What follows belongs to an exercise in optimizing a design on an open flow for small area, a short achievable clock period and few clock cycles per item; a production flow would make more cautious choices. Function was checked by simulation only, so behaviour that the tests miss may differ from the original. Power and IR drop assume default switching activity.

==> design/flow/design.v <==
package slam_pkg;
  localparam int RSA_DW = 32;
  localparam int ROW_LEN = 10;
  localparam int PLB_AW = 32;
  localparam int PLB_RD_LATENCY = 1;
  typedef logic signed [RSA_DW-1:0] slam_word_t;
  typedef enum logic [2:0] {
    STAGE_IDLE = 3'd0,
    STAGE_PRD  = 3'd1,
    STAGE_NEW  = 3'd2,
    STAGE_UPD  = 3'd3
  } stage_code_t;
  localparam logic [PLB_AW-1:0] POSE_BASE  = 32'd0;
  localparam logic [PLB_AW-1:0] LM_BASE    = 32'd3;
  localparam logic [PLB_AW-1:0] INNOV_BASE = 32'd1020;
  function automatic [PLB_AW-1:0] lm_addr(input [ROW_LEN-1:0] l_k);
    lm_addr = LM_BASE + {{(PLB_AW-ROW_LEN-1){1'b0}}, l_k, 1'b0};
  endfunction
  typedef struct packed {
    stage_code_t            stage;
    logic [ROW_LEN-1:0]     l_k;
    slam_word_t             rk;
    slam_word_t             phi;
  } stage_cmd_t;
  typedef struct packed {
    slam_word_t x;
    slam_word_t y;
    slam_word_t theta;
    slam_word_t lx;
    slam_word_t ly;
  } nl_operand_t;
  typedef struct packed {
    slam_word_t result_0;
    slam_word_t result_1;
    slam_word_t result_2;
    slam_word_t result_3;
    slam_word_t result_4;
    slam_word_t result_5;
  } nl_raw_t;
  typedef struct packed {
    slam_word_t rsv_0;
    slam_word_t d_theta;
    slam_word_t d_x;
    slam_word_t d_y;
    slam_word_t rsv_4;
    slam_word_t rsv_5;
  } nl_prd_view_t;
  typedef struct packed {
    slam_word_t rsv_0;
    slam_word_t rsv_1;
    slam_word_t off_y;
    slam_word_t off_x;
    slam_word_t rsv_4;
    slam_word_t rsv_5;
  } nl_new_view_t;
  typedef struct packed {
    slam_word_t pred_range;
    slam_word_t pred_bearing;
    slam_word_t rsv_2;
    slam_word_t rsv_3;
    slam_word_t rsv_4;
    slam_word_t rsv_5;
  } nl_upd_view_t;
  typedef union packed {
    nl_raw_t      raw;
    nl_prd_view_t prd;
    nl_new_view_t newlm;
    nl_upd_view_t upd;
  } nl_result_u;
  typedef struct packed {
    slam_word_t [2:0]     words;
    logic [PLB_AW-1:0]    base;
    logic [1:0]           cnt;
  } est_bundle_t;
endpackage
`timescale 1ns/1ps
module ekf_slam_core (
  input  logic          clk,
  input  logic          sys_rst,
  input  logic          i_stage_valid,
  input  logic [76:0]   i_stage_cmd,
  input  logic [31:0]   i_plb_dout,
  input  logic          i_nl_done,
  input  logic [191:0]  i_nl_result,
  output logic          o_stage_ready,
  output logic          o_plb_en,
  output logic          o_plb_we,
  output logic [31:0]   o_plb_addr,
  output logic [31:0]   o_plb_din,
  output logic          o_nl_init,
  output logic [2:0]    o_nl_stage,
  output logic [159:0]  o_nl_operand
);
  logic [2:0]  in_stage;
  logic [9:0]  in_lk;
  logic [31:0] in_rk, in_phi;
  assign in_stage = i_stage_cmd[76:74];
  assign in_lk    = i_stage_cmd[73:64];
  assign in_rk    = i_stage_cmd[63:32];
  assign in_phi   = i_stage_cmd[31:0];
  logic in_prd, in_new, in_upd, in_legal;
  assign in_prd   = (in_stage == 3'd1);
  assign in_new   = (in_stage == 3'd2);
  assign in_upd   = (in_stage == 3'd3);
  assign in_legal = in_prd | in_new | in_upd;
  logic [31:0] r0, r1, r2, r3;
  assign r0 = i_nl_result[191:160];
  assign r1 = i_nl_result[159:128];
  assign r2 = i_nl_result[127:96];
  assign r3 = i_nl_result[95:64];
  logic        nl_busy;
  logic        def_pend;
  logic        c_prd, c_new, c_upd;
  logic [9:0]  c_lk;
  logic [31:0] c_rk, c_phi;
  logic [31:0] px, py, pt;
  logic        pv;
  logic [1:0]  pp;
  logic [31:0] lx, ly;
  logic [9:0]  tag;
  logic        lxv, lyv;
  logic        lw_q;
  logic        rq_x, rq_y, rq_t, rq_lx, rq_ly;
  logic [1:0]  pw;
  logic [1:0]  ww;
  logic        w_upd;
  logic [9:0]  w_lk;
  logic busy_prd, busy_nu, m_done, all_done, idle;
  assign busy_prd = nl_busy & c_prd;
  assign busy_nu  = nl_busy & ~c_prd;
  assign m_done   = nl_busy & i_nl_done;
  assign all_done = ~nl_busy & ~def_pend & (pw == 2'd0) & (ww == 2'd0);
  assign idle     = all_done & ~i_stage_valid;
  logic lx_fly, ly_fly, rd_pose, rd_lx, rd_ly, rd_any;
  assign lx_fly  = rq_lx;
  assign ly_fly  = rq_ly;
  assign rd_pose = ~pv & (pp != 2'd3);
  assign rd_lx   = ~rd_pose & (lw_q | (def_pend & c_upd)) & ~lxv & ~lx_fly;
  assign rd_ly   = ~rd_pose & ~rd_lx & (lw_q | (def_pend & c_upd)) & ~lyv & ~ly_fly;
  assign rd_any  = rd_pose | rd_lx | rd_ly;
  logic rd_q, rd_q2, rd_pri, dl_w, wr_ww, wr_pw, rd;
  assign rd_pri = rd_any & ~(rd_q & rd_q2 & ((ww != 2'd0) | (pw != 2'd0)));
  assign dl_w   = (busy_prd & (pw != 2'd0)) | (busy_nu & (ww != 2'd0));
  assign wr_ww  = dl_w ? busy_nu  : (~rd_pri & (ww != 2'd0));
  assign wr_pw  = dl_w ? busy_prd : (~rd_pri & (ww == 2'd0) & (pw != 2'd0));
  assign rd     = ~dl_w & rd_pri;
  logic w_ovl, l_haz, snoop;
  assign w_ovl = w_upd ? (tag[9:1] == 9'd254) : (w_lk == tag);
  assign l_haz = (ww != 2'd0) & w_ovl;
  assign snoop = wr_ww & w_ovl;
  logic lk_match, l_ok;
  assign lk_match = (in_lk == tag);
  assign l_ok     = lk_match & lxv & lyv & ~l_haz;
  logic trk;
  assign trk = ~nl_busy & ~def_pend & ((ww == 2'd0) | ((ww == 2'd1) & wr_ww));
  logic pw_ok, go_prd, go_new, go_upd, go;
  assign pw_ok  = (pw[1] == 1'b0) | ((pw == 2'd2) & (ww == 2'd0) & ~rd_pri);
  assign go_prd = pw_ok & (~nl_busy | (i_nl_done & ~c_prd));
  assign go_new = ~nl_busy & (~ww[1] | ~rd_pri);
  assign go_upd = trk;
  assign go     = ~def_pend & ((in_prd & go_prd) | (in_new & go_new) | (in_upd & go_upd));
  logic accept, def_set, def_ok, init;
  assign accept  = i_stage_valid & go;
  assign def_set = accept & (~pv | (in_upd & ~l_ok));
  assign def_ok  = def_pend & pv & (~c_upd | (lxv & lyv & ~l_haz));
  assign init    = (accept & ~def_set) | def_ok;
  assign o_stage_ready = i_stage_valid ? (go | ~in_legal) : all_done;
  assign o_nl_init     = init;
  assign o_nl_stage    = def_pend ? {1'b0, c_new | c_upd, c_prd | c_upd} : in_stage;
  assign o_nl_operand  = {px, py, pt, lx, ly};
  logic [11:0] w_la;
  logic [10:0] t_p1, t_p2;
  assign w_la = {1'b0, w_lk, 1'b1} + {10'd0, 1'b1, ~ww[1]};
  assign t_p1 = {1'b0, tag} + 11'd1;
  assign t_p2 = {1'b0, tag} + 11'd2;
  logic din_ww;
  assign din_ww = (ww != 2'd0) & ~(busy_prd & (pw != 2'd0));
  logic [11:0] waddr, raddr, addr;
  always_comb begin
    if (din_ww) begin
      waddr = w_upd ? {11'd510, ~ww[1]} : w_la;
    end else begin
      waddr = {10'd0, ~pw};
    end
    if (rd_pose)    raddr = {10'd0, pp};
    else if (rd_lx) raddr = {t_p1, 1'b1};
    else            raddr = {t_p2, 1'b0};
  end
  assign addr = (wr_ww | wr_pw) ? waddr : raddr;
  always_comb begin
    if (din_ww)          o_plb_din = ww[1] ? c_rk : c_phi;
    else if (pw == 2'd3) o_plb_din = px;
    else if (pw == 2'd2) o_plb_din = py;
    else                 o_plb_din = pt;
  end
  assign o_plb_en   = wr_ww | wr_pw | (rd & ~idle);
  assign o_plb_we   = wr_ww | wr_pw;
  assign o_plb_addr = {20'd0, addr};
  logic [31:0] a0, b0, a1, b1, sum0, sum1;
  logic [31:0] sum2;
  assign a0   = c_upd ? c_rk  : px;
  assign a1   = c_upd ? c_phi : py;
  assign b0   = ({32{c_prd}} & r2) | ({32{c_new}} & r3) | ({32{c_upd}} & ~r0);
  assign b1   = ({32{c_prd}} & r3) | ({32{c_new}} & r2) | ({32{c_upd}} & ~r1);
  ekf_add u_add0 (.a(a0), .b(b0), .ci(c_upd), .s(sum0));
  ekf_add u_add1 (.a(a1), .b(b1), .ci(c_upd), .s(sum1));
  ekf_add u_add2 (.a(pt), .b(r1), .ci(1'b0),  .s(sum2));
  logic tag_sw, kill_l;
  assign tag_sw = i_stage_valid & in_upd & ~lk_match & ~def_pend;
  assign kill_l = tag_sw | snoop;
  always_ff @(posedge clk) begin
    if (sys_rst) begin
      nl_busy <= 1'b0;
      def_pend <= 1'b0;
      pw      <= 2'd0;
      ww      <= 2'd0;
      pv      <= 1'b0;
      pp      <= 2'd0;
      lxv     <= 1'b0;
      lyv     <= 1'b0;
      rq_x    <= 1'b0;
      rq_y    <= 1'b0;
      rq_t    <= 1'b0;
      rq_lx   <= 1'b0;
      rq_ly   <= 1'b0;
      lw_q    <= 1'b0;
      rd_q    <= 1'b0;
      rd_q2   <= 1'b0;
    end else begin
      if (init)        nl_busy <= 1'b1;
      else if (m_done) nl_busy <= 1'b0;
      if (def_set)     def_pend <= 1'b1;
      else if (def_ok) def_pend <= 1'b0;
      if (m_done & c_prd) pw <= 2'd3;
      else if (wr_pw)     pw <= pw - 2'd1;
      if (m_done & ~c_prd) ww <= 2'd2;
      else if (wr_ww)      ww <= ww - 2'd1;
      lw_q <= i_stage_valid & in_upd;
      rd_q  <= rd & ~idle;
      rd_q2 <= rd_q;
      if (idle) begin
        pv   <= 1'b0;
        pp   <= 2'd0;
        lxv  <= 1'b0;
        lyv  <= 1'b0;
        rq_x <= 1'b0;
        rq_y <= 1'b0;
        rq_t <= 1'b0;
        rq_lx <= 1'b0;
        rq_ly <= 1'b0;
      end else begin
        rq_x  <= rd & ~idle & rd_pose & (pp == 2'd0);
        rq_y  <= rd & ~idle & rd_pose & (pp == 2'd1);
        rq_t  <= rd & ~idle & rd_pose & (pp == 2'd2);
        rq_lx <= rd & ~idle & rd_lx & ~kill_l;
        rq_ly <= rd & ~idle & rd_ly & ~kill_l;
        if (rd & ~idle & rd_pose) pp <= pp + 2'd1;
        if (rq_t) pv <= 1'b1;
        if (kill_l) begin
          lxv <= 1'b0;
          lyv <= 1'b0;
        end else begin
          if (lx_fly) lxv <= 1'b1;
          if (ly_fly) lyv <= 1'b1;
        end
      end
    end
  end
  always_ff @(posedge clk) begin
    if (tag_sw) tag <= in_lk;
  end
  always_ff @(posedge clk) begin
    if (rq_x)                  px <= i_plb_dout;
    if (rq_y)                  py <= i_plb_dout;
    if (rq_t)                  pt <= i_plb_dout;
    if (lx_fly)                lx <= i_plb_dout;
    if (ly_fly)                ly <= i_plb_dout;
    if (m_done && c_prd) begin
      px <= sum0;
      py <= sum1;
      pt <= sum2;
    end
    if (~def_pend & (~nl_busy | i_nl_done)) begin
      c_prd <= in_prd;
      c_new <= in_new;
      c_upd <= in_upd;
      c_lk  <= in_lk;
    end
    if (m_done && !c_prd) begin
      c_rk  <= sum0;
      c_phi <= sum1;
    end else if (trk) begin
      c_rk  <= in_rk;
      c_phi <= in_phi;
    end
    if (m_done && !c_prd) begin
      w_upd <= c_upd;
      w_lk  <= c_lk;
    end
  end
endmodule
module ekf_add (
  input  logic [31:0] a,
  input  logic [31:0] b,
  input  logic        ci,
  output logic [31:0] s
);
  logic [31:0] g [0:5];
  logic [31:0] p [0:5];
  logic [31:0] h;
  assign h    = a ^ b;
  assign g[0] = (a & b) | {31'd0, h[0] & ci};
  assign p[0] = h;
  for (genvar l = 0; l < 5; l++) begin : lv
    for (genvar i = 0; i < 32; i++) begin : bt
      if (((i >> l) & 1) == 1) begin : c
        localparam int J = ((i >> l) << l) - 1;
        assign g[l+1][i] = g[l][i] | (p[l][i] & g[l][J]);
        assign p[l+1][i] = p[l][i] & p[l][J];
      end else begin : n
        assign g[l+1][i] = g[l][i];
        assign p[l+1][i] = p[l][i];
      end
    end
  end
  assign s = h ^ {g[5][30:0], ci};
endmodule
==> design/flow/flow/run.sh <==
#!/bin/bash
# Standard layout, with plain buffers (buf_1) on the ports in place of the
# delay buffers buffer_ports picks by default.
set -euo pipefail
export BUFFER_PORTS_ARGS="-buffer_cell sky130_fd_sc_hd__buf_1"
bash standard.sh > standard.log 2>&1
==> design/flow/standard.sh <==
#!/bin/bash
# synth_recipe.tcl (not shown) runs the flow's synth.tcl, then flattens the netlist and writes it again
# the make line also repeats each setting of config.mk as NAME=value (left out here)
make -C /OpenROAD-flow-scripts/flow DESIGN_CONFIG=/design/flow/config.mk WORK_HOME=/design/flow/orfs CLKGATE_MAP_FILE= SYNTH_SCRIPT=/design/flow/synth_recipe.tcl "${@:-finish}"
==> design/flow/config.mk <==
export PLATFORM = sky130hd
export DESIGN_NAME = ekf_slam_core
export DESIGN_NICKNAME = ekf_slam_core
export VERILOG_FILES = /design/flow/design.v
export SDC_FILE = /design/flow/constraint.sdc
export NUM_CORES = 4
export LEC_CHECK = 0
export CAP_MARGIN = 20
export CORE_MARGIN = 2
export CORE_UTILIZATION = 40
export SETUP_SLACK_MARGIN = 1.2
export SLEW_MARGIN = 20
==> design/flow/constraint.sdc <==
create_clock -name core_clock -period 5.0 [get_ports {clk}]
set_input_delay 1.0000 -clock core_clock [delete_from_list [all_inputs] [get_ports {clk}]]
set_output_delay 1.0000 -clock core_clock [all_outputs]
set_load 0.01 [all_outputs]
==> results of run 1 <==
## metal layers
metal	vias up	GRT usage (%)	wire [um]
met1	7844	35.9	27500
met5	-	0	12
li1	7360	-	-
met4	2	8.98	2050
met2	775	46.0	31900
met3	130	3.93	4810
## placed cells by master (no fill, tap or decap), drive strengths merged, types with 6 or more instances in the layout
master,synthesis,routed
nand2b,20,20
o21a,6,6
a211o,7,7
o31ai,9,9
edfxtp,258,258
and2,7,7
xnor2,54,54
inv,51,52
a21oi,108,108
nand4,9,9
nor2b,10,10
nor2,86,86
buf,43,566
nor4,8,8
a22oi,56,56
a31oi,11,12
clkbuf,68,44
fa,17,17
a211oi,36,36
o21bai,10,10
o21ai,226,226
nand2,180,180
mux2,54,54
a21o,22,22
o22ai,8,8
nand3,33,33
or2,7,7
nor3,12,12
mux2i,75,75
xor2,65,65
conb,1,20
ha,101,101
dfxtp,19,19
clkinv,0,13
and3,7,7
## kinds of logic (layout without fill, tap and decap cells)
family	Yosys count	after routing	synth area share, %
compound gates	520	521	17.8
simple gates	392	392	9.90
flops	277	277	45.8
buf+inv	162	682	3.85
mux	129	129	7.66
xor+xnor	119	119	5.88
fa+ha+maj	118	118	9.05
other cells	1	24	0.0212
## registers in the layout (all words and copies together) (netlist names), 2 cells and up
name	count
lx	32
ly	32
py	32
pp	2
tag	10
ww	2
c_rk	32
c_lk	10
w_lk	10
px	32
pt	32
c_phi	32
pw	2
## per-stage QoR
step / utilization [%] / instance area (um^2) / std cells / setup slack [ns]
6_report: 52.3 / 23000 / 2854 / 0.992
3_5_place_dp: 45.7 / 20100 / 2699 / 0.370
4_1_cts: 50.0 / 22000 / 2804 / 1.12
3_3_place_gp: 45.7 / 20100 / 2699 / 0.368
2_1_floorplan: - / 17900 / 1737 / 1.20
5_1_grt: 52.3 / 23000 / 2853 / 0.895
## Yosys cell counts (all sizes together) (36+ instances only)
cell    instances  share of area (%)
a211oi         36                1.6
a21oi         108                3.0
a22oi          56                2.4
buf            43                1.3
clkbuf         68                1.4
edfxtp        258                 44
ha            101                7.1
inv            51                1.1
mux2           54                3.4
mux2i          75                4.2
nand2         180                3.8
nor2           86                1.8
o21ai         226                6.4
xnor2          54                2.7
xor2           65                3.2
## power groups by stage
stage / clock, W / sequential, W / combinational [W]
after floorplan: 0 / 0.00272 / 0.000967
after detailed placement: 0 / 0.00274 / 0.00141
after global placement: 0 / 0.00273 / 0.00138
after global routing: 0.00276 / 0.00270 / 0.00195
after CTS: 0.00268 / 0.00269 / 0.00155
final: 0.00265 / 0.00269 / 0.00179
## layout make-up
cell class	instances	area, um^2
fillers	4031	21000
multi-input cells	1299	9780
flip-flops and latches	277	8130
repair buffers	569	2970
clock buffers	42	965
well taps	592	741
clock inverters	19	219
inverters	51	208
diodes	4	10.0
repair inverters	1	8.76
## worst max path at each step
stage | start | slack [ns] | cells after the start | endpoint
after CTS | pp[0] | 1.12 | 10 | o_plb_addr[3]
after global placement | i_nl_result[96] | 0.37 | 15 | py[28]
after detailed placement | i_nl_result[96] | 0.37 | 15 | py[28]
after global routing | c_upd | 0.89 | 24 | nl_busy
after floorplan | i_nl_result[96] | 1.20 | 14 | c_rk[24]
final | c_upd | 0.99 | 23 | nl_busy
## worst max-delay path: stages (launching register included)
cell	delay, ns
sky130_fd_sc_hd__edfxtp_1	0.49
sky130_fd_sc_hd__buf_12	0.18
sky130_fd_sc_hd__a21oi_4	0.17
sky130_fd_sc_hd__nor3_4	0.06
sky130_fd_sc_hd__o31a_1	0.34
sky130_fd_sc_hd__o22ai_2	0.15
sky130_fd_sc_hd__a21oi_4	0.09
sky130_fd_sc_hd__or3_4	0.34
sky130_fd_sc_hd__a21oi_4	0.20
sky130_fd_sc_hd__nand3_2	0.13
sky130_fd_sc_hd__buf_4	0.18
sky130_fd_sc_hd__buf_4	0.12
sky130_fd_sc_hd__buf_4	0.12
sky130_fd_sc_hd__buf_4	0.12
sky130_fd_sc_hd__buf_4	0.12
sky130_fd_sc_hd__buf_4	0.12
sky130_fd_sc_hd__buf_4	0.12
sky130_fd_sc_hd__buf_4	0.12
sky130_fd_sc_hd__buf_4	0.12
sky130_fd_sc_hd__buf_4	0.12
sky130_fd_sc_hd__buf_4	0.12
sky130_fd_sc_hd__buf_4	0.12
sky130_fd_sc_hd__buf_4	0.12
sky130_fd_sc_hd__a31oi_1	0.14
## timing repair
item                                    4_1_cts  5_1_grt
setup buffers                                39       44
cloned                                        5        2
endpoints found under the setup margin       91       96
pin swaps                                    23       62
resized for setup                            68      152
==> load_flow_metrics.sql, run 1 <==
INSERT INTO impl_metrics (metric_group, metric, value, unit) VALUES
('power_and_ir_drop', 'total_power', '0.00714', 'W'),
('global_routing', 'first_global_vias', '15600', ''),
('yosys', 'ys_warn_count', '4', ''),
('yosys', 'seq_area_frac_synth', '45.8', '%'),
('floorplanning', 'design.portCount', '536', ''),
('worst_setup_path', 'cp-start-kind', 'flop', ''),
('detailed_routing', 'vias_per_cell', '5.65', ''),
('detailed_routing', 'finalWirelength', '66.2', 'mm'),
('power_and_ir_drop', 'power_frac_seq', '37.7', '%'),
('floorplanning', 'core_area', '44000', 'um^2'),
('clock_tree', 'longest_clk_path_bufs', '3', ''),
('worst_setup_path', 'timing.reg2reg.worst_path_depth', '23', ''),
('finish', 'fraction_of_final_layout_cells_sized_beyond_drive_strength_1', '16.0', '%'),
('sta', 'slew_headroom', '32.0', '%'),
('detailed_routing', 'drt_iter0_markers', '1218', ''),
('worst_setup_path', 'critical_path_data_arrival_time', '4.47', 'ns'),
('min_path', 'worst_hold_path.num_cells', '0', ''),
('placement', 'finalWeightedCongestion', '0.908', ''),
('yosys', 'synthesis.area_per_instance', '10.3', 'um^2'),
('sta', 'rsz0062_at_grt', 'true', ''),
('run_status', 'run_status', 'timing/DRC/antenna clean', ''),
('placement', 'detailed_placement_hpwl', '45.6', 'mm'),
('worst_setup_path', 'critical_path_peak_fanout', '4', ''),
('worst_setup_path', 'category_of_the_critical_setup_timing_path', 'flop to flop', ''),
('global_routing', 'grt_overflow_total', '0', ''),
('clock_tree', 'cts_buffers', '35', ''),
('global_routing', 'grt_pass1_wl', '95.0', 'mm'),
('floorplanning', 'row_count', '77', ''),
('finish', 'number_of_nets_in_the_final_layout', '2657', ''),
('detailed_routing', 'router_iterations_before_antenna_repair', '6', ''),
('detailed_routing', 'ant_nets', '0', ''),
('power_and_ir_drop', 'p_switching', '0.00210', 'W'),
('floorplanning', 'die_w', '215', 'um'),
('clock_tree', 'clockRootBuffer', 'sky130_fd_sc_hd__clkbuf_16', ''),
('sta', 'finalHoldViolCount', '0', ''),
('sta', 'final.setup.tns', '0', 'ns'),
('sta', 'post-route-period-util', '80.2', '%'),
('min_path', 'holdCritPathClass', 'flop to flop', ''),
('yosys', 'synth-edff-count', '258', ''),
('sta', 'clock-skew-final', '0.0190', 'ns'),
('sta', 'final-setup-viol-count', '0', ''),
('yosys', 'synth_seq_cells', '277', ''),
('worst_setup_path', 'crit_required', '5.47', 'ns'),
('floorplanning', 'floorplan.initialDensity', '40.3', '%'),
('power_and_ir_drop', 'power_density', '310', 'nW/um^2'),
('finish', 'synthToLayoutAreaGrowth', '29.9', '%'),
('yosys', 'ys.flop_type', 'sky130_fd_sc_hd__edfxtp_1', ''),
('clock_tree', 'hold_bufs_at_cts', '0', ''),
('power_and_ir_drop', 'static-leakage-power', '8.46', 'nW'),
('power_and_ir_drop', 'irDropWorstVdd', '0.255', 'mV'),
('worst_setup_path', 'worstReg2RegEnd', 'nl_busy', ''),
('detailed_routing', 'routed-via-count', '16100', ''),
('clock_tree', 'cts_tree', 'done', ''),
('worst_setup_path', 'setup.reg_to_reg.worst_slack', '0.99', 'ns'),
('clock_tree', 'clk_pin_slew', '0.05', 'ns'),
('sta', 'timing.final.max_slew_violations', '0', ''),
('clock_tree', 'htree_num_levels', '2', ''),
('placement', 'port_buffers', '451', ''),
('min_path', 'hold_path_startpoint', 'c_lk[8]', ''),
('floorplanning', 'die-area', '46000', 'um^2'),
('min_path', 'min_delay_worst_endpoint', 'w_lk[8]', ''),
('flow_run', 'cap_violations', '0', ''),
('yosys', 'synthCells', '1718', ''),
('sta', 'holdWs', '0.422', 'ns'),
('power_and_ir_drop', 'clkPwrFrac', '37.2', '%'),
('sta', 'final_period_minus_worst_setup_slack', '4.01', 'ns'),
('global_routing', 'overall_routing_resource_usage', '27.2', '%'),
('sta', 'achievable-frequency', '249', 'MHz'),
('global_routing', 'grt_max_degree', '73', ''),
('clock_tree', 'worst_skew_pair_later_pin_latency', '0.55', 'ns'),
('global_routing', 'grt_antenna_before_repair', '5', '');
Testbench counts, summed over its fixed seeds: cycles 11,126, commands 1,920.
==> inputs of run 2 (changes only) <==
--- a/design/flow/config.mk
+++ b/design/flow/config.mk
@@ -8,5 +8,5 @@
 export CAP_MARGIN = 20
 export CORE_MARGIN = 2
 export CORE_UTILIZATION = 40
-export SETUP_SLACK_MARGIN = 1.2
+export SETUP_SLACK_MARGIN = 1.0
 export SLEW_MARGIN = 20
==> load_flow_metrics.sql, run 2 <==
INSERT INTO impl_metrics (metric_group, metric, value, unit) VALUES
('run_status', 'run_status', 'timing/DRC/antenna clean', ''),
('worst_setup_path', 'crit_required', '4.00', 'ns'),
('yosys', 'synth-edff-count', '258', ''),
('yosys', 'synth_largest_area_cell', 'sky130_fd_sc_hd__edfxtp_1', ''),
('floorplanning', 'design.portCount', '536', ''),
('detailed_routing', 'remaining_drc_errors', '0', ''),
('worst_setup_path', 'timing.critical_path.to_type', 'output port', ''),
('finish', 'number_of_nets_in_the_final_layout', '2599', ''),
('flow_run', 'cap_violations', '0', ''),
('worst_setup_path', 'category_of_the_critical_setup_timing_path', 'flop to output port', ''),
('detailed_routing', 'finalWirelength', '62.7', 'mm'),
('global_routing', 'overall_routing_resource_usage', '26.2', '%'),
('yosys', 'synthCells', '1718', ''),
('yosys', 'ys.flop_type', 'sky130_fd_sc_hd__edfxtp_1', ''),
('clock_tree', 'hold_bufs_at_cts', '0', ''),
('clock_tree', 'cts_buffers', '34', ''),
('clock_tree', 'htree_num_levels', '2', ''),
('global_routing', 'grt_overflow_total', '0', ''),
('global_routing', 'grt_antenna_before_repair', '2', ''),
('power_and_ir_drop', 'total_power', '0.00688', 'W'),
('yosys', 'synth_seq_cells', '277', ''),
('sta', 'achievable-frequency', '248', 'MHz'),
('floorplanning', 'core_area', '44000', 'um^2'),
('sta', 'clock-skew-final', '0.0193', 'ns'),
('global_routing', 'first_global_vias', '15700', ''),
('worst_setup_path', 'critical_path_data_arrival_time', '3.03', 'ns'),
('yosys', 'synth_area_leaders', 'sky130_fd_sc_hd__edfxtp_1 44%, sky130_fd_sc_hd__ha_1 7.1%, sky130_fd_sc_hd__o21ai_0 6.2%', ''),
('sta', 'worstMarginPinSlew', '0.864', 'ns'),
('sta', 'finalHoldViolCount', '0', ''),
('finish', 'layout.filler_cells', '4203', ''),
('global_routing', 'grt_pass1_wl', '92.2', 'mm'),
('sta', 'timing.final.max_slew_violations', '0', ''),
('power_and_ir_drop', 'power_density', '314', 'nW/um^2'),
('clock_tree', 'worst_skew_pair_later_pin_latency', '0.55', 'ns'),
('yosys', 'ys_warn_count', '4', ''),
('power_and_ir_drop', 'irDropWorstVdd', '0.233', 'mV'),
('sta', 'final_period_minus_worst_setup_slack', '4.03', 'ns'),
('finish', 'fraction_of_final_layout_cells_sized_beyond_drive_strength_1', '11.4', '%'),
('clock_tree', 'clk_pin_slew', '0.06', 'ns'),
('yosys', 'synthesis.area_per_instance', '10.3', 'um^2'),
('yosys', 'async_reset_ff_share', '0', '%'),
('yosys', 'synth_largest_type_area_fraction', '43.7', '%'),
('clock_tree', 'longest_clk_path_bufs', '3', ''),
('floorplanning', 'die_w', '215', 'um'),
('min_path', 'holdCritPathClass', 'flop to flop', ''),
('power_and_ir_drop', 'static-leakage-power', '8.00', 'nW'),
('worst_setup_path', 'critical_path_peak_fanout', '6', ''),
('finish', 'final_common_cell', 'sky130_fd_sc_hd__buf_1', ''),
('detailed_routing', 'routed-via-count', '15600', ''),
('placement', 'finalWeightedCongestion', '0.904', ''),
('detailed_routing', 'drt_iter0_markers', '1197', ''),
('finish', 'leading_cell_types_in_the_layout_fill_and_taps_excluded', '449 x sky130_fd_sc_hd__buf_1, 258 x sky130_fd_sc_hd__edfxtp_1, 202 x sky130_fd_sc_hd__o21ai_0', ''),
('yosys', 'post_synth_num_cell_types', '62', ''),
('yosys', 'yosys.area_share.xor_xnor', '5.88', '%'),
('detailed_routing', 'routedWlPerCell', '22.4', 'um'),
('yosys', 'yosysMostFrequentCell', 'sky130_fd_sc_hd__edfxtp_1', ''),
('floorplanning', 'floorplan.die.height', '215', 'um'),
('placement', 'dpl-instance-area', '20100', 'um^2'),
('yosys', 'synth_area', '17700', 'um^2'),
('finish', 'synthToLayoutAreaGrowth', '23.5', '%'),
('yosys', 'seq_area_frac_synth', '45.8', '%'),
('detailed_routing', 'vias_per_cell', '5.56', ''),
('sta', 'rsz0062_at_grt', 'true', ''),
('clock_tree', 'cts_sinks', '277', ''),
('global_routing', 'grt_max_degree', '74', ''),
('sta', 'slew_headroom', '42.4', '%'),
('placement', 'port_buffers', '451', ''),
('sta', 'final.setup.tns', '0', 'ns'),
('yosys', 'yosys.area_share.adder', '9.05', '%'),
('floorplanning', 'floorplan.initialDensity', '40.3', '%'),
('floorplanning', 'row_count', '77', ''),
('yosys', 'most_used_standard_cells_in_the_synthesized_netlist', '258 x sky130_fd_sc_hd__edfxtp_1, 220 x sky130_fd_sc_hd__o21ai_0, 180 x sky130_fd_sc_hd__nand2_1, 108 x sky130_fd_sc_hd__a21oi_1, 101 x sky130_fd_sc_hd__ha_1', ''),
('worst_setup_path', 'cp-start-kind', 'flop', ''),
('detailed_routing', 'router_iterations_before_antenna_repair', '5', ''),
('placement', 'detailed_placement_hpwl', '45.4', 'mm'),
('finish', 'final_design_area_no_fill', '21900', 'um^2'),
('clock_tree', 'clockRootBuffer', 'sky130_fd_sc_hd__clkbuf_16', ''),
('floorplanning', 'die-area', '46000', 'um^2'),
('yosys', 'yosys.area_share.simple', '9.90', '%'),
('sta', 'final-setup-viol-count', '0', ''),
('sta', 'holdWs', '0.418', 'ns'),
('yosys', 'synth_compound_area_share', '17.8', '%'),
('clock_tree', 'cts_tree', 'done', ''),
('sta', 'post-route-period-util', '80.5', '%'),
('yosys', 'muxShareOfSynthArea', '7.66', '%'),
('yosys', 'combinational_family_with_the_most_area_after_synthesis', 'compound AO/OA/AOI/OAI gates', ''),
('detailed_routing', 'ant_nets', '0', '');
run 2: where the power goes:
part	switching [W]	internal, W
clock	0.00105	0.00155
sequential	0.0000537	0.00263
combinational	0.000946	0.000650
total	0.00205	0.00484
run 2: final timing paths:
check / startpoint / end / slack, ns / cells after the start
max: c_upd / o_nl_init / 0.97 / 12
min: c_lk[2] / w_lk[2] / 0.42 / 0
max reg2reg: c_upd / c_rk[24] / 1.07 / 14
min reg2reg: c_lk[2] / w_lk[2] / 0.42 / 0
run 2: metal layers:
layer | track usage, % | up-vias | part of all wire, %
met4 | 8.15 | 0 | 2.5
met3 | 4.23 | 84 | 6.6
met5 | 0 | - | 0
met1 | 34.3 | 7601 | 43
met2 | 44.4 | 629 | 48
li1 | - | 7243 | -
run 2: layout make-up:
class                      instances  area (um^2)  area share [%]
tap                              592          741            3.38
sequential                       277         8130            37.1
multi-input combinational       1298         9370            42.8
clock inverter                    20          203           0.925
inverter                          51          191           0.874
antenna                            3         7.51          0.0343
clock buffer                      42          945            4.31
timing repair buffer             514         2310            10.6
run 2: worst max-delay path: stages, from the launching register on:
cell,delay [ns]
sky130_fd_sc_hd__edfxtp_1,0.49
sky130_fd_sc_hd__buf_6,0.17
sky130_fd_sc_hd__buf_12,0.12
sky130_fd_sc_hd__a21oi_4,0.16
sky130_fd_sc_hd__nor3_4,0.09
sky130_fd_sc_hd__o31a_1,0.37
sky130_fd_sc_hd__o22ai_2,0.13
sky130_fd_sc_hd__a21oi_2,0.09
sky130_fd_sc_hd__or3_1,0.33
sky130_fd_sc_hd__a21oi_2,0.18
sky130_fd_sc_hd__nand3_1,0.12
sky130_fd_sc_hd__nand2_1,0.09
sky130_fd_sc_hd__buf_2,0.13
run 2: cells by family after synthesis:
family | after synthesis
muxes | 129
other | 1
DFF | 277
adders and majority gates | 118
AOI/OAI and AO/OA | 520
buffers and inverters | 162
xor gates and xnor gates | 119
and+or+nand+nor | 392
run 2: stage by stage:
stage | worst slack [ns] | cells | util (%)
after floorplan | 1.02 | 1737 | -
after detailed placement | 0.222 | 2702 | 45.6
after CTS | 1.00 | 2775 | 48.9
final | 0.974 | 2797 | 49.7
after global placement | 0.265 | 2702 | 45.6
after global routing | 0.901 | 2794 | 49.7
run 2: what timing repair did:
| action | CTS | global route |
|---|---|---|
| resized for setup | 38 | 61 |
| gates cloned | 0 | 2 |
| setup endpoints to repair | 88 | 59 |
| pin swaps | 4 | 24 |
| setup buffers | 11 | 17 |
==> inputs of run 3 (changes only) <==
--- a/design/flow/config.mk
+++ b/design/flow/config.mk
@@ -8,5 +8,6 @@
 export CAP_MARGIN = 20
 export CORE_MARGIN = 2
 export CORE_UTILIZATION = 40
-export SETUP_SLACK_MARGIN = 1.0
+export SETUP_SLACK_MARGIN = 1.35
 export SLEW_MARGIN = 20
+export SYNTH_HIERARCHICAL = 1
==> load_flow_metrics.sql, run 3 <==
INSERT INTO impl_metrics (metric_group, metric, value, unit) VALUES
('floorplanning', 'row_count', '79', ''),
('placement', 'detailed_placement_hpwl', '51.0', 'mm'),
('finish', 'layout.cells.non_filler', '3128', ''),
('clock_tree', 'clockRootBuffer', 'sky130_fd_sc_hd__clkbuf_16', ''),
('detailed_routing', 'router_iterations_before_antenna_repair', '6', ''),
('worst_setup_path', 'cpMaxStageDelayCell', 'sky130_fd_sc_hd__dfxtp_2', ''),
('sta', 'post-route-period-util', '75.3', '%'),
('min_path', 'worst_hold_path.num_cells', '0', ''),
('floorplanning', 'floorplan.initialDensity', '40.7', '%'),
('finish', 'antenna_cells_inserted', '0', ''),
('worst_setup_path', 'timing.reg2reg.worst_path_depth', '15', ''),
('floorplanning', 'core_area', '46800', 'um^2'),
('worst_setup_path', 'category_of_the_critical_setup_timing_path', 'flop to output port', ''),
('yosys', 'ys.flop_type', 'sky130_fd_sc_hd__edfxtp_1', ''),
('global_routing', 'grt_max_degree', '65', ''),
('worst_setup_path', 'worstReg2RegEnd', 'py[26]', ''),
('yosys', 'ys_warn_count', '10', ''),
('worst_setup_path', 'setup.reg_to_reg.worst_slack', '1.28', 'ns'),
('yosys', 'seq_area_frac_synth', '42.7', '%'),
('min_path', 'holdCritPathClass', 'flop to flop', ''),
('global_routing', 'grt_overflow_total', '0', ''),
('sta', 'final.setup.tns', '0', 'ns'),
('finish', 'final_common_cell', 'sky130_fd_sc_hd__nand2_1', ''),
('min_path', 'hold_path_startpoint', 'c_lk[6]', ''),
('run_status', 'run_status', 'timing/DRC/antenna clean', ''),
('detailed_routing', 'drt_iter0_markers', '1428', ''),
('clock_tree', 'worst_skew_pair_later_pin_latency', '0.55', 'ns'),
('worst_setup_path', 'worst_path_largest_cell_delay', '0.48', 'ns'),
('sta', 'rsz0062_at_grt', 'true', ''),
('worst_setup_path', 'critical_path_peak_fanout', '12', ''),
('yosys', 'synth_seq_cells', '277', ''),
('power_and_ir_drop', 'static-leakage-power', '9.00', 'nW'),
('global_routing', 'overall_routing_resource_usage', '27.9', '%'),
('global_routing', 'grt_pass1_wl', '104', 'mm'),
('yosys', 'synth_area', '19000', 'um^2'),
('floorplanning', 'die_w', '222', 'um'),
('sta', 'final_period_minus_worst_setup_slack', '3.76', 'ns'),
('global_routing', 'grt_antenna_before_repair', '2', ''),
('sta', 'finalHoldViolCount', '0', ''),
('detailed_routing', 'routed-via-count', '17600', ''),
('worst_setup_path', 'critPathBufInv', '1', ''),
('detailed_routing', 'routedWlPerCell', '23.0', 'um'),
('yosys', 'async_reset_ff_share', '0', '%'),
('floorplanning', 'design.portCount', '536', ''),
('placement', 'finalWeightedCongestion', '0.927', ''),
('placement', 'dp_cells', '3002', ''),
('placement', 'port_buffers', '451', ''),
('sta', 'slew_headroom', '26.5', '%'),
('worst_setup_path', 'worst_r2r_startpoint', 'c_prd', ''),
('worst_setup_path', 'path_delay_family', 'simple AND/OR/NAND/NOR gates', ''),
('finish', 'layout.filler_cells', '4429', ''),
('clock_tree', 'longest_clk_path_bufs', '3', ''),
('detailed_routing', 'vias_per_cell', '5.63', ''),
('clock_tree', 'clk_pin_slew', '0.06', 'ns'),
('finish', 'number_of_nets_in_the_final_layout', '2917', ''),
('power_and_ir_drop', 'power_density', '312', 'nW/um^2'),
('clock_tree', 'cts_sinks', '277', ''),
('sta', 'clock-skew-final', '0.0194', 'ns'),
('yosys', 'most_used_standard_cells_in_the_synthesized_netlist', '534 x sky130_fd_sc_hd__nand2_1, 258 x sky130_fd_sc_hd__edfxtp_1, 157 x sky130_fd_sc_hd__o21ai_0, 100 x sky130_fd_sc_hd__ha_1, 79 x sky130_fd_sc_hd__nor2_1', ''),
('sta', 'worstMarginPinSlew', '1.10', 'ns'),
('clock_tree', 'cts_buffers', '36', ''),
('sta', 'final-setup-viol-count', '0', ''),
('detailed_routing', 'remaining_drc_errors', '0', ''),
('finish', 'leading_cell_types_in_the_layout_fill_and_taps_excluded', '526 x sky130_fd_sc_hd__nand2_1, 448 x sky130_fd_sc_hd__buf_1, 258 x sky130_fd_sc_hd__edfxtp_1', ''),
('global_routing', 'first_global_vias', '17300', ''),
('yosys', 'yosysMostFrequentCell', 'sky130_fd_sc_hd__nand2_1', ''),
('detailed_routing', 'finalWirelength', '72.1', 'mm'),
('flow_run', 'cap_violations', '0', ''),
('clock_tree', 'cts_tree', 'done', ''),
('worst_setup_path', 'crit_required', '4.00', 'ns'),
('floorplanning', 'die-area', '49300', 'um^2'),
('detailed_routing', 'ant_nets', '0', ''),
('power_and_ir_drop', 'irDropWorstVdd', '0.239', 'mV'),
('yosys', 'synth_area_leaders', 'sky130_fd_sc_hd__edfxtp_1 41%, sky130_fd_sc_hd__nand2_1 11%, sky130_fd_sc_hd__ha_1 6.6%', ''),
('finish', 'fraction_of_final_layout_cells_sized_beyond_drive_strength_1', '13.8', '%'),
('yosys', 'synthCells', '2007', ''),
('yosys', 'synth-edff-count', '258', ''),
('yosys', 'synth_largest_type_area_fraction', '40.7', '%'),
('worst_setup_path', 'critical_path_data_arrival_time', '2.76', 'ns'),
('yosys', 'synth_largest_area_cell', 'sky130_fd_sc_hd__edfxtp_1', ''),
('yosys', 'synthesis.area_per_instance', '9.48', 'um^2'),
('finish', 'synthToLayoutAreaGrowth', '24.5', '%'),
('worst_setup_path', 'timing.critical_path.to_type', 'output port', ''),
('min_path', 'min_delay_worst_endpoint', 'w_lk[6]', ''),
('yosys', 'post_synth_num_cell_types', '65', ''),
('sta', 'achievable-frequency', '266', 'MHz'),
('worst_setup_path', 'worstPathCellList', 'a21oi_4 -> nor4_4 -> mux2_4 -> or3b_4 -> or4_4 -> o21ai_2 -> buf_2', ''),
('worst_setup_path', 'cp-start-kind', 'flop', ''),
('clock_tree', 'htree_num_levels', '2', ''),
('sta', 'timing.final.max_slew_violations', '0', ''),
('floorplanning', 'floorplan.die.height', '222', 'um');
run 3: cell count changes in the layout (fill, tap and decap cells not counted), sizes merged, moves of 19 or more:
cell / change
inv: +24
nand2: +354
buf: +28
o21ai: -62
a211oi: -21
a21oi: -26
xor2: -19
run 3: layout make-up:
| class | instances | area, um^2 | area share, % |
|---|---|---|---|
| repair inverters | 2 | 17.5 | 0.0740 |
| well taps | 607 | 759 | 3.21 |
| repair buffers | 543 | 2650 | 11.2 |
| multi-input cells | 1562 | 10700 | 45.0 |
| flip-flops and latches | 277 | 8140 | 34.4 |
| inverters | 72 | 285 | 1.21 |
| clock buffers | 48 | 977 | 4.13 |
| clock inverters | 17 | 190 | 0.803 |
run 3: stage by stage:
step	worst slack (ns)	hold slack [ns]	cell area [um^2]	total power, W	util, %
finish	1.24	0.416	23700	0.00739	50.6
global route	1.13	0.426	23700	0.00768	50.6
CTS	1.21	0.418	23100	0.00725	49.4
detailed placement	0.689	0.405	21300	0.00448	45.7
global placement	0.688	0.402	21300	0.00444	45.7
floorplan	1.40	0.400	19100	0.00396	-
run 3: power by group:
group / internal, W / leakage, nW / switching (W)
registers: 0.00264 / 2.60 / 0.0000587
clock network: 0.00158 / 0.570 / 0.00106
logic: 0.000831 / 5.83 / 0.00122
total: 0.00505 / 9.00 / 0.00234
run 3: worst max-delay path by stage:
| stage | start | endpoint | slack (ns) | cells past startpoint |
|---|---|---|---|---|
| after floorplan | i_nl_result[64] | c_rk[29] | 1.40 | 14 |
| after global placement | i_nl_result[64] | c_rk[29] | 0.69 | 15 |
| after detailed placement | i_nl_result[64] | c_rk[29] | 0.69 | 15 |
| after CTS | c_prd | o_plb_addr[9] | 1.21 | 8 |
| after global routing | c_prd | c_phi[26] | 1.13 | 15 |
| final | def_pend | o_plb_addr[11] | 1.24 | 7 |
run 3: cell families (layout without fill, tap and decap cells):
family          after synthesis  count (layout)  share of synthesized area [%]
compound gates              421             421                           15.0
simple gates                754             754                           16.8
other cells                   1              21                         0.0197
mux                         138             138                           7.72
buf+inv                     188             682                           4.22
xor+xnor                    110             110                           5.07
fa+ha+maj                   118             118                           8.47
flops                       277             277                           42.7
run 3: what timing repair did:
action | 4_1_cts | 5_1_grt
hold buffers | 0 | 0
resized for setup | 73 | 88
setup buffers | 28 | 27
endpoints found under the hold margin | 0 | 0
pin swaps | 23 | 32
gates cloned | 4 | 2
setup endpoints to repair | 132 | 95
run 3: layer usage:
layer	track usage [%]	part of all wire (%)	vias up
met5	0	0.036	-
met4	8.50	2.8	4
met3	5.14	7.4	110
met2	47.0	47	735
met1	36.5	42	8661
li1	-	-	8106
run 3: worst register-to-register path: cells and delay by family, from the launching register on:
family / cells / cell delay, ns
AND/OR/NAND/NOR: 4 / 0.44
buffers and inverters: 4 / 0.68
AO/OA/AOI/OAI: 6 / 1.36
adder cells (fa/ha/maj): 1 / 0.43
flip-flops: 1 / 0.53
run 3: Yosys stat by module, one instance, submodules excluded:
module | flip-flops and latches | copies in the design | cells | cell area (um^2)
ekf_slam_core | 277 | 1 | 1440 | 14500
ekf_add | 0 | 3 | 189 | 1500
==> inputs of run 4 (changes only) <==
--- a/design/flow/config.mk
+++ b/design/flow/config.mk
@@ -7,7 +7,7 @@
 export LEC_CHECK = 0
 export CAP_MARGIN = 20
 export CORE_MARGIN = 2
-export CORE_UTILIZATION = 40
-export SETUP_SLACK_MARGIN = 1.35
+export CORE_UTILIZATION = 55
+export SETUP_SLACK_MARGIN = 1.2
 export SLEW_MARGIN = 20
 export SYNTH_HIERARCHICAL = 1
==> load_flow_metrics.sql, run 4 <==
INSERT INTO impl_metrics (metric_group, metric, value, unit) VALUES
('finish', 'area_of_the_multi_input_gates', '10400', 'um^2'),
('yosys', 'ys.flop_type', 'sky130_fd_sc_hd__edfxtp_1', ''),
('clock_tree', 'worst_skew_pair_later_pin_latency', '0.59', 'ns'),
('detailed_routing', 'routed-via-count', '17500', ''),
('floorplanning', 'die_w', '190', 'um'),
('placement', 'finalWeightedCongestion', '0.953', ''),
('floorplanning', 'floorplan.initialDensity', '55.5', '%'),
('finish', 'fraction_of_final_layout_cells_sized_beyond_drive_strength_1', '11.0', '%'),
('sta', 'worstMarginPinSlew', '1.09', 'ns'),
('run_status', 'run_status', 'timing/DRC/antenna clean', ''),
('yosys', 'synth_area', '19000', 'um^2'),
('yosys', 'synth_largest_type_area_fraction', '40.7', '%'),
('clock_tree', 'hold_bufs_at_cts', '0', ''),
('finish', 'number_of_nets_in_the_final_layout', '2877', ''),
('sta', 'achievable-frequency', '266', 'MHz'),
('sta', 'timing.final.max_slew_violations', '0', ''),
('worst_setup_path', 'timing.critical_path.to_type', 'output port', ''),
('detailed_routing', 'vias_per_cell', '5.96', ''),
('finish', 'area_of_all_sequential_standard_cells', '8150', 'um^2'),
('finish', 'final_common_cell', 'sky130_fd_sc_hd__nand2_1', ''),
('floorplanning', 'die-area', '36100', 'um^2'),
('yosys', 'yosysMostFrequentCell', 'sky130_fd_sc_hd__nand2_1', ''),
('yosys', 'synth_largest_area_cell', 'sky130_fd_sc_hd__edfxtp_1', ''),
('sta', 'finalHoldViolCount', '0', ''),
('floorplanning', 'design.portCount', '536', ''),
('global_routing', 'grt_max_degree', '72', ''),
('power_and_ir_drop', 'static-leakage-power', '8.74', 'nW'),
('power_and_ir_drop', 'power_density', '319', 'nW/um^2'),
('floorplanning', 'floorplan.die.height', '190', 'um'),
('worst_setup_path', 'cp-start-kind', 'flop', ''),
('detailed_routing', 'routedWlPerCell', '22.2', 'um'),
('placement', 'detailed_placement_hpwl', '45.2', 'mm'),
('clock_tree', 'clockRootBuffer', 'sky130_fd_sc_hd__clkbuf_16', ''),
('sta', 'slew_headroom', '27.5', '%');
-- run 4: cell counts after synthesis --
No cell type changed its count.
-- run 4: area by class of cell --
type / count / share of cell area (%)
antenna: 3 / 0.0327
clock buffer: 35 / 3.53
clock inverter: 23 / 1.81
inverter: 72 / 1.23
multi-input combinational: 1562 / 45.4
sequential: 277 / 35.4
tap: 455 / 2.48
timing repair buffer: 510 / 10.1
-- run 4: logic make-up after synthesis --
| group | Yosys count | synth area share [%] |
|---|---|---|
| simple gates | 754 | 16.8 |
| buf+inv | 188 | 4.22 |
| fa+ha+maj | 118 | 8.47 |
| mux | 138 | 7.72 |
| other cells | 1 | 0.0197 |
| compound gates | 421 | 15.0 |
| flops | 277 | 42.7 |
| xor+xnor | 110 | 5.07 |
-- run 4: power breakdown --
group	internal, W	total [W]	switching, W	leakage [nW]
logic	0.000731	0.00189	0.00115	5.55
clock network	0.00174	0.00275	0.00101	0.589
registers	0.00264	0.00270	0.0000577	2.60
total	0.00511	0.00733	0.00223	8.74
-- run 4: layer usage --
metal	wire length, um	global-route usage, %	vias up	share of wire, %
met5	0	0	-	0
met4	2950	15.7	0	4.5
met3	6040	4.89	181	9.2
met2	30400	56.4	970	47
met1	25900	44.8	8313	40
li1	-	-	8043	-
-- run 4: path summary, 6_finish.rpt --
path | startpoint | to | slack [ns] | cells past startpoint
worst min-delay path | c_lk[3] | w_lk[3] | 0.42 | 0
worst max-delay path | c_upd | o_plb_addr[11] | 1.24 | 8
worst max register to register | c_upd | py[17] | 1.25 | 12
worst min register to register | c_lk[3] | w_lk[3] | 0.42 | 0
-- run 4: timing repair --
item,in CTS,in global routing
gates resized for setup,30,54
endpoints found under the setup margin,63,65
gates cloned,2,3
setup buffers,6,26
pin swaps,4,19
-- run 4: modules after synthesis, one instance, submodules excluded --
| module | area [um^2] | times used | cells inside | flip-flops and latches |
|---|---|---|---|---|
| ekf_add | 1500 | 3 | 189 | 0 |
| ekf_slam_core | 14500 | 1 | 1440 | 277 |
-- run 4: critical path, stage by stage, from the launching register on --
cell and delay, ns:
sky130_fd_sc_hd__edfxtp_1 0.44, sky130_fd_sc_hd__buf_12 0.16, sky130_fd_sc_hd__a21oi_2 0.26, sky130_fd_sc_hd__nor4_4 0.07, sky130_fd_sc_hd__mux2_4 0.22, sky130_fd_sc_hd__or3b_4 0.38, sky130_fd_sc_hd__or4_1 0.40, sky130_fd_sc_hd__o21ai_1 0.10
sky130_fd_sc_hd__buf_2 0.15
-- run 4: stage by stage --
| step | hold WS, ns | total power, W | std cells | setup slack [ns] |
|---|---|---|---|---|
| finish | 0.417 | 0.00733 | 2937 | 1.24 |
| global route | 0.422 | 0.00758 | 2937 | 1.15 |
| CTS | 0.413 | 0.00721 | 2905 | 1.08 |
| detailed placement | 0.405 | 0.00444 | 2839 | 0.871 |
| global placement | 0.401 | 0.00440 | 2839 | 0.885 |
| floorplan | 0.400 | 0.00396 | 2027 | 1.29 |

separate check: timing with driven ports:
The flow's constraints put no driver on any port. The routed layouts listed below were extracted and timed again, unchanged, in two steps.
Step 1, drivers: a clkbuf_16 drives clk and a buf_2 each remaining input, both assumed.
Step 2 also shifts input and output timing later by t, the mid clock arrival at the registers, as if the neighbouring blocks saw the same clock.
a / b / c = ideal ports / drivers / drivers and shift; a / b = the first two.
run | shift t [ns] | slack for setup (ns) | latest minus earliest clock arrival (ns) | slew at the worst register clock pin (ns) | worst data-port slew with drivers (ns)
run 1 | 0.603 | 0.992 / 0.979 / 0.631 | 0.019 / 0.019 | 0.06 / 0.06 | 0.10
run 2 | 0.598 | 0.974 / 0.917 / 0.550 | 0.020 / 0.020 | 0.06 / 0.06 | 0.09
run 3 | 0.601 | 1.237 / 1.176 / 0.947 | 0.020 / 0.019 | 0.06 / 0.06 | 0.10
run 4 | 0.643 | 1.238 / 1.182 / 0.857 | 0.010 / 0.009 | 0.07 / 0.07 | 0.09
After both steps setup and hold are still met in every run listed. The setup slack of run 2, which loses most, moves by -0.057 ns with the drivers and by -0.424 ns with both steps.
